This is an optimization exercise on Yosys and OpenROAD, whose aim is small area, not a production implementation. Only simulation tests tie the RTL to the original design; equivalence was not proved. Power and IR drop assume default switching activity.

==> trial 9 <==
// binary_column_entropy_sum_core
module binary_column_entropy_sum_core
#(
    parameter int MAX_ROWS    = 64,
    parameter int MAX_COLUMNS = 4096,
    parameter int FRAC_BITS   = 16
) (
    input  logic              i_clk,
    input  logic              i_rst_n,
    input  logic              i_cfg_we,
    input  logic [6:0]        i_cfg_wdata,
    input  logic              s_axis_tvalid,
    output logic              s_axis_tready,
    input  logic [63:0]       s_axis_tdata,
    input  logic              s_axis_tlast,
    output logic              m_axis_tvalid,
    input  logic              m_axis_tready,
    output logic [31:0]       m_axis_tdata,
    output logic              m_axis_tuser
);
    localparam logic [2:0] S_IDLE = 3'd0, S_COUNT = 3'd1, S_MAC = 3'd2, S_DIV = 3'd3,
                           S_ADD = 3'd4, S_FIX = 3'd5, S_OUT = 3'd6, S_CLR = 3'd7;
    logic [2:0]  r_st;
    logic [6:0]  r_rows;
    logic [63:0] r_sh;       
    logic [6:0]  r_m, r_k;
    logic [5:0]  r_cnt;
    logic [1:0]  r_ph;
    logic [7:0]  r_a;        
    logic [28:0] r_tot;
    logic        r_ovf, r_last;
  ...
Settings: LEC_CHECK=0, ABC_AREA=1, CAP_MARGIN=20, CORE_MARGIN=2, CORE_UTILIZATION=65, CTS_BUF_LIST=sky130_fd_sc_hd__clkbuf_4, PLACE_DENSITY=0.72, SLEW_MARGIN=20; clock period 11.0 ns.
standard.sh (not shown) runs the stock make flow with config.mk's settings and CLKGATE_MAP_FILE= SYNTH_SCRIPT=/design/flow/synth_recipe.tcl, a recipe that flattens the netlist after the stock synthesis.
==> flow/flow/run.sh <==
#!/bin/bash
# Own layout flow: the standard layout (standard.sh) with these changes:
#  - after the standard synthesis, its combinational gates are re-optimised and re-mapped for area by ABC
#    (resyn.sh); the registers stay exactly as the standard synthesis made them;
#  - after the floorplan, combinational cells are set to drive strength 1 (downsize.tcl);
#    placement's repair_design then sizes up wherever slew, capacitance or timing needs it;
#  - the port buffers that global placement inserts are buf_1 instead of the cell that
#    buffer_ports picks by default (each port still gets its own buffer);
#  - clock tree synthesis uses clkbuf_4 and inserts no dummy loads.
# Each tool's output goes to its own log here; each ORFS step also logs under orfs/logs/.
set -euo pipefail
R=orfs/results/sky130hd/binary_column_entropy_sum_core/base
export BUFFER_PORTS_ARGS="-buffer_cell sky130_fd_sc_hd__buf_1"
export CTS_ARGS="-sink_clustering_enable -repair_clock_nets -buf_list sky130_fd_sc_hd__clkbuf_4 -dont_use_dummy_load"
bash standard.sh synth > standard_synth.log 2>&1
bash flow/resyn.sh $R/1_2_yosys.v > resyn.log 2>&1
rm -f $R/1_synth.odb $R/1_synth.sdc
bash standard.sh floorplan > standard_floorplan.log 2>&1
DOWNSIZE_ODB=$R/2_floorplan.odb openroad -no_init -exit flow/downsize.tcl > downsize.log 2>&1
bash standard.sh > standard_flow.log 2>&1
==> flow/flow/downsize.tcl <==
# Set every combinational cell of the floorplanned netlist to its smallest drive strength
# (X_1) where the library has one. Flip-flops, tie cells and tap cells are left alone.
# Placement's repair_design (3_4_place_resized) later upsizes or buffers wherever slew,
# capacitance or fanout needs it, and timing repair fixes any path that then fails.
set odb_file $::env(DOWNSIZE_ODB)
read_db $odb_file
set db [ord::get_db]
set block [[$db getChip] getBlock]
set n 0
foreach inst [$block getInsts] {
  set m [[$inst getMaster] getName]
  if {![regexp {^sky130_fd_sc_hd__([a-z0-9]+)_([0-9]+)$} $m -> base drv]} { continue }
  if {$drv <= 1} { continue }
  if {[regexp {^(s?e?df|dl|sdl|tap|conb|clk|decap|fill|diode|lpflow|probe)} $base]} { continue }
  set nm [$db findMaster "sky130_fd_sc_hd__${base}_1"]
  if {$nm == "NULL" || $nm == ""} { continue }
  $inst swapMaster $nm
  incr n
}
puts "downsize: $n cells set to drive strength 1"
write_db $odb_file
==> flow/flow/mkcells.py <==
#!/usr/bin/env python3
"""Split the cell models that Yosys writes from the liberty (cells_all.v) into
combinational models, which the resynthesis may rebuild, and blackbox stubs for every
other cell (flip-flops, latches, tie, tap, fill, ...), which it keeps as they are.
Also writes the -dont_use arguments for ABC: the blackboxed cells, the platform's
list, and clock, delay and multi-output adder cells, which ABC does not map to (any
such cell already in the netlist is rebuilt from plain gates)."""
import re, sys
src = open(sys.argv[1]).read()
mods = re.findall(r"(module (sky130_fd_sc_hd__\w+)\((.*?)\);(.*?)endmodule)", src, re.S)
keep = re.compile(r"__(conb|tap|fill|decap|diode|einv|ebuf|probe|lpflow|macro|dl|sdl|df|edf|sdf|sedf|fah)")
no_map = re.compile(r"__(fa_|ha_|clk|dly|bufinv|bufbuf)")
comb, bb, dont = [], [], []
for full, name, ports, body in mods:
    if ("reg " in body) or ("always" in body) or keep.search(name) or ("assign" not in body):
        decl = [l.strip() for l in body.split("\n") if re.match(r"\s*(input|output|inout)\b", l)]
        bb.append("(* blackbox *)\nmodule %s(%s);\n  %s\nendmodule\n" % (name, ports, "\n  ".join(decl)))
        dont.append(name)
    else:
        comb.append(full + "\n")
        if no_map.search(name):
            dont.append(name)
open("comb_models.v", "w").write("\n".join(comb))
open("bb_stubs.v", "w").write("\n".join(bb))
open("dont_use.txt", "w").write(" ".join("-dont_use " + d for d in dont))
==> flow/flow/resyn.abc <==
strash
&get -n
&deepsyn -T 60 -S 1
&put
dch -f
amap
topo
==> flow/flow/resyn.sh <==
#!/bin/bash
# Re-map the combinational logic of the standard synthesis netlist ($1, rewritten in place)
# for area with ABC (&deepsyn for 60 s, then dch -f and amap, the area-oriented mapper). Flip-flops and tie cells are
# kept as blackboxes, so every register keeps its instance name, its cell type and its
# connections; only the gates between them change. Output in the folder it runs in.
set -euo pipefail
NET=$1
LIB=$FLOW_HOME/platforms/sky130hd/lib/sky130_fd_sc_hd__tt_025C_1v80.lib
yosys -q -p "read_liberty -ignore_miss_func $LIB; write_verilog -noattr resyn_cells_all.v" > resyn_cells.log 2>&1
python3 flow/mkcells.py resyn_cells_all.v
cp "$NET" resyn_in.v
cat > resyn.ys <<EOY
read_verilog comb_models.v
read_verilog bb_stubs.v
read_verilog resyn_in.v
hierarchy -top $FLOW_TOP
flatten
opt_clean -purge
techmap
opt -fast
abc -script flow/resyn.abc -liberty $LIB $(cat dont_use.txt)
read_liberty -lib -ignore_redef $LIB
setundef -zero
opt_clean -purge
hilomap -singleton -hicell sky130_fd_sc_hd__conb_1 HI -locell sky130_fd_sc_hd__conb_1 LO
splitnets
opt_clean -purge
insbuf -buf sky130_fd_sc_hd__buf_4 A X
check -assert
tee -o resyn_stat.txt stat -liberty $LIB
write_verilog -noexpr -noattr -nohex -nodec resyn_out.v
EOY
yosys -s resyn.ys > resyn_yosys.log 2>&1
cp resyn_out.v "$NET"
==> inputs of build 22, as changes to trial 9 <==
--- a/flow/design.v
+++ b/flow/design.v
@@ -645,21 +645,21 @@
     logic [2:0]  r_st;
     logic [6:0]  r_rows;
     logic [63:0] r_sh;       
     logic [6:0]  r_m, r_k;
     logic [5:0]  r_cnt;
     logic [1:0]  r_ph;
-    logic [7:0]  r_a;        
+    logic [8:0]  r_a;        
     logic [28:0] r_tot;
     logic        r_ovf, r_last;
     logic        idle, xfer;
     logic [6:0]  m_eff;
     logic [6:0]  x;
     logic        lbit;
     logic        bb;
-    logic [7:0]  a_sum;
+    logic [8:0]  a_sum;
     logic        loop_wr, loop_bit;
     logic [6:0]  rem_t;
     logic [7:0]  rem_d;
     logic        q_bit;
     logic        add_b, add_s, add_c;
     logic        tot_en, tot_in;
@@ -673,13 +673,13 @@
     bce_engine u_log (
         .i_x   (x),
         .i_t   (r_cnt[4:0]),
         .o_bit (lbit)
     );
     assign bb    = lbit ^ (r_ph != 2'd0);
-    assign a_sum = r_a + (bb ? {1'b0, x} : 8'd0);
+    assign a_sum = r_a + (bb ? {2'b00, x} : 9'd0);
     assign rem_t = {r_a[5:0], r_sh[0]};
     assign rem_d = {1'b0, rem_t} - {1'b0, r_m};
     assign q_bit = !rem_d[7];
     always_comb begin
         loop_wr  = 1'b0;
         loop_bit = r_sh[0];
@@ -746,25 +746,25 @@
                     if (s_axis_tvalid) r_st <= S_COUNT;
                 end
                 S_COUNT: begin
                     if (r_sh[0]) r_k <= r_k + 7'd1;
                     r_cnt <= r_cnt + 6'd1;
                     r_ph  <= 2'd0;
-                    r_a   <= {1'b0, r_m};
+                    r_a   <= {2'b00, r_m};
                     if ({1'b0, r_cnt} + 7'd1 == r_m) begin
                         r_cnt <= 6'd0;
                         r_st  <= S_MAC;
                     end
                 end
                 S_MAC: begin
                     if (r_ph == 2'd2) begin
                         r_ph  <= 2'd0;
                         r_a   <= a_sum >> 1;
                         r_cnt <= r_cnt + 6'd1;
                         if (r_cnt == 6'd28) begin
-                            r_a   <= 8'd0;
+                            r_a   <= 9'd0;
                             r_cnt <= 6'd4;
                             r_k   <= 7'd0;
                             r_st  <= S_DIV;
                         end
                     end else begin
                         r_ph <= r_ph + 2'd1;
==> flow/flow/run.sh (replaced) <==
#!/bin/bash
# Own layout flow: the standard layout (standard.sh: the standard synthesis, floorplan,
# power grid, placement, CTS, routing) with three changes:
#  - after the floorplan, combinational cells are set to drive strength 1 (downsize.tcl);
#    placement's repair_design then sizes up wherever slew, capacitance or timing needs it;
#  - the port buffers that global placement inserts are buf_1 instead of the cell that
#    buffer_ports picks by default (each port still gets its own buffer);
#  - clock tree synthesis uses clkbuf_8 and inserts no dummy loads.
# Each tool's output goes to its own log here; each ORFS step also logs under orfs/logs/.
set -euo pipefail
export BUFFER_PORTS_ARGS="-buffer_cell sky130_fd_sc_hd__buf_1"
export CTS_ARGS="-sink_clustering_enable -repair_clock_nets -buf_list sky130_fd_sc_hd__clkbuf_4 -dont_use_dummy_load"
bash standard.sh floorplan > standard_floorplan.log 2>&1
DOWNSIZE_ODB=orfs/results/sky130hd/binary_column_entropy_sum_core/base/2_floorplan.odb openroad -no_init -exit flow/downsize.tcl > downsize.log 2>&1
bash standard.sh > standard_flow.log 2>&1
removed: flow/flow/mkcells.py
removed: flow/flow/resyn.abc
removed: flow/flow/resyn.sh
==> inputs of build 48, as changes to trial 9 <==
==> flow/flow/run.sh (replaced) <==
#!/bin/bash
# Own layout flow: the standard layout (standard.sh) with these changes:
#  - after the standard synthesis, its combinational gates are re-optimised and re-mapped for area by ABC
#    (resyn.sh); the registers stay exactly as the standard synthesis made them;
#  - after the floorplan, combinational cells are set to drive strength 1 (downsize.tcl);
#    placement's repair_design then sizes up wherever slew, capacitance or timing needs it;
#  - the port buffers that global placement inserts are buf_1 instead of the cell that
#    buffer_ports picks by default (each port still gets its own buffer);
#  - clock tree synthesis uses clkbuf_8 and inserts no dummy loads.
# Each tool's output goes to its own log here; each ORFS step also logs under orfs/logs/.
set -euo pipefail
R=orfs/results/sky130hd/binary_column_entropy_sum_core/base
export BUFFER_PORTS_ARGS="-buffer_cell sky130_fd_sc_hd__buf_1"
export CTS_ARGS="-sink_clustering_enable -repair_clock_nets -buf_list sky130_fd_sc_hd__clkbuf_8 -dont_use_dummy_load"
bash standard.sh synth > standard_synth.log 2>&1
bash flow/resyn.sh $R/1_2_yosys.v > resyn.log 2>&1
rm -f $R/1_synth.odb $R/1_synth.sdc
bash standard.sh floorplan > standard_floorplan.log 2>&1
DOWNSIZE_ODB=$R/2_floorplan.odb openroad -no_init -exit flow/downsize.tcl > downsize.log 2>&1
bash standard.sh > standard_flow.log 2>&1
==> flow/flow/resyn.abc (replaced) <==
strash
&get -n
&deepsyn -T 60 -S 1
&put
dch -f
map -a
strash
dch -f
amap
topo
--- a/flow/flow/resyn.sh
+++ b/flow/flow/resyn.sh
@@ -1,9 +1,9 @@
 #!/bin/bash
 # Re-map the combinational logic of the standard synthesis netlist ($1, rewritten in place)
-# for area with ABC (&deepsyn for 60 s, then dch -f and amap, the area-oriented mapper). Flip-flops and tie cells are
+# for area with ABC (&deepsyn for 60 s, then dch -f with map -a, then dch -f with amap). Flip-flops and tie cells are
 # kept as blackboxes, so every register keeps its instance name, its cell type and its
 # connections; only the gates between them change. Output in the folder it runs in.
 set -euo pipefail
 NET=$1
 LIB=$FLOW_HOME/platforms/sky130hd/lib/sky130_fd_sc_hd__tt_025C_1v80.lib
 yosys -q -p "read_liberty -ignore_miss_func $LIB; write_verilog -noattr resyn_cells_all.v" > resyn_cells.log 2>&1
CTS_BUF_LIST = sky130_fd_sc_hd__clkbuf_8   (was sky130_fd_sc_hd__clkbuf_4)
==> notes.md <==
quantity	trial 9	build 48	build 22
End point of the worst hold path	r_sh[37]	r_sh[43]	r_sh[50]
Post-detail-place hpwl	14000 um	13800 um	15700 um
Final instance area	0.00718 mm^2	0.00733 mm^2	0.00800 mm^2
M1 WL	6810 um	7020 um	7920 um
Global-route usage over all layers	36.3%	34.4%	33.0%
Core area	0.00968 mm^2	0.00973 mm^2	0.0114 mm^2
Commonest non-fill, non-tap cell in the layout	nor2_1	nor2_1	nand2_1
Sequential logic power	0.810 mW	0.808 mW	0.793 mW
Wire length of the first global-routing pass	29500 um	29800 um	33300 um
Cell at the root of the clock tree	clkbuf_4	clkbuf_8	clkbuf_4
Slew at the pin with the worst max-slew slack	0.783 ns	0.975 ns	1.07 ns
Req. time, crit path	11.25 ns	11.15 ns	11.24 ns
Area Overhead vs Synth	11.7%	12.9%	6.05%
Count of cell instances traversed by the critical path	55	55	48
Drt total wl	19100 um	19100 um	20600 um
Final Non-Filler Cells	993	1015	1138
NetSw	0.754 mW	0.796 mW	0.937 mW
Time the final worst path needs with I/O delays and setup	9.74 ns	10.26 ns	6.59 ns
End point of the critical path	r_a[6]	r_a[6]	r_a[7]
Final Wtd Congestion	1.01	1.04	0.937
Number of flip-flops and latches	135	135	136
Number of buffer and inverter instances along the worst setup path	3	4	3
Signal inverters	75	78	119
Largest stage delay, worst path	0.46 ns	0.66 ns	0.51 ns
Outcome	timing/DRC/antenna clean	timing/DRC/antenna clean	timing/DRC/antenna clean
Power of the clock network	0.219 mW	0.288 mW	0.218 mW

## separate check: timing with driven ports
The results above use ideal ports. As a check the final layouts listed here were re-extracted and re-timed, cells and wires unchanged. Step 1 sets driving cells, clkbuf_16 on the clock port and buf_2 on the other inputs (assumed; they add their load-dependent delay and slew). Step 2 also shifts input and output timing later by t, the mid clock arrival at the registers, as if the neighbouring blocks saw the same clock. Three values: no drivers, after step 1, after step 2; two values: the first two.
run	shift t [ns]	setup WS [ns]	hold slack, ns	worst data-port slew with drivers (ns)	cell pins on the clock port's net
trial 9	0.534	1.258 / 1.258 / 1.258	0.391 / 0.391 / 0.391	0.05	1
build 22	0.532	4.412 / 4.412 / 4.412	0.399 / 0.399 / 0.399	0.04	1
build 48	0.456	0.743 / 0.743 / 0.743	0.413 / 0.413 / 0.413	0.05	1
After both steps setup and hold are still met in every run listed.
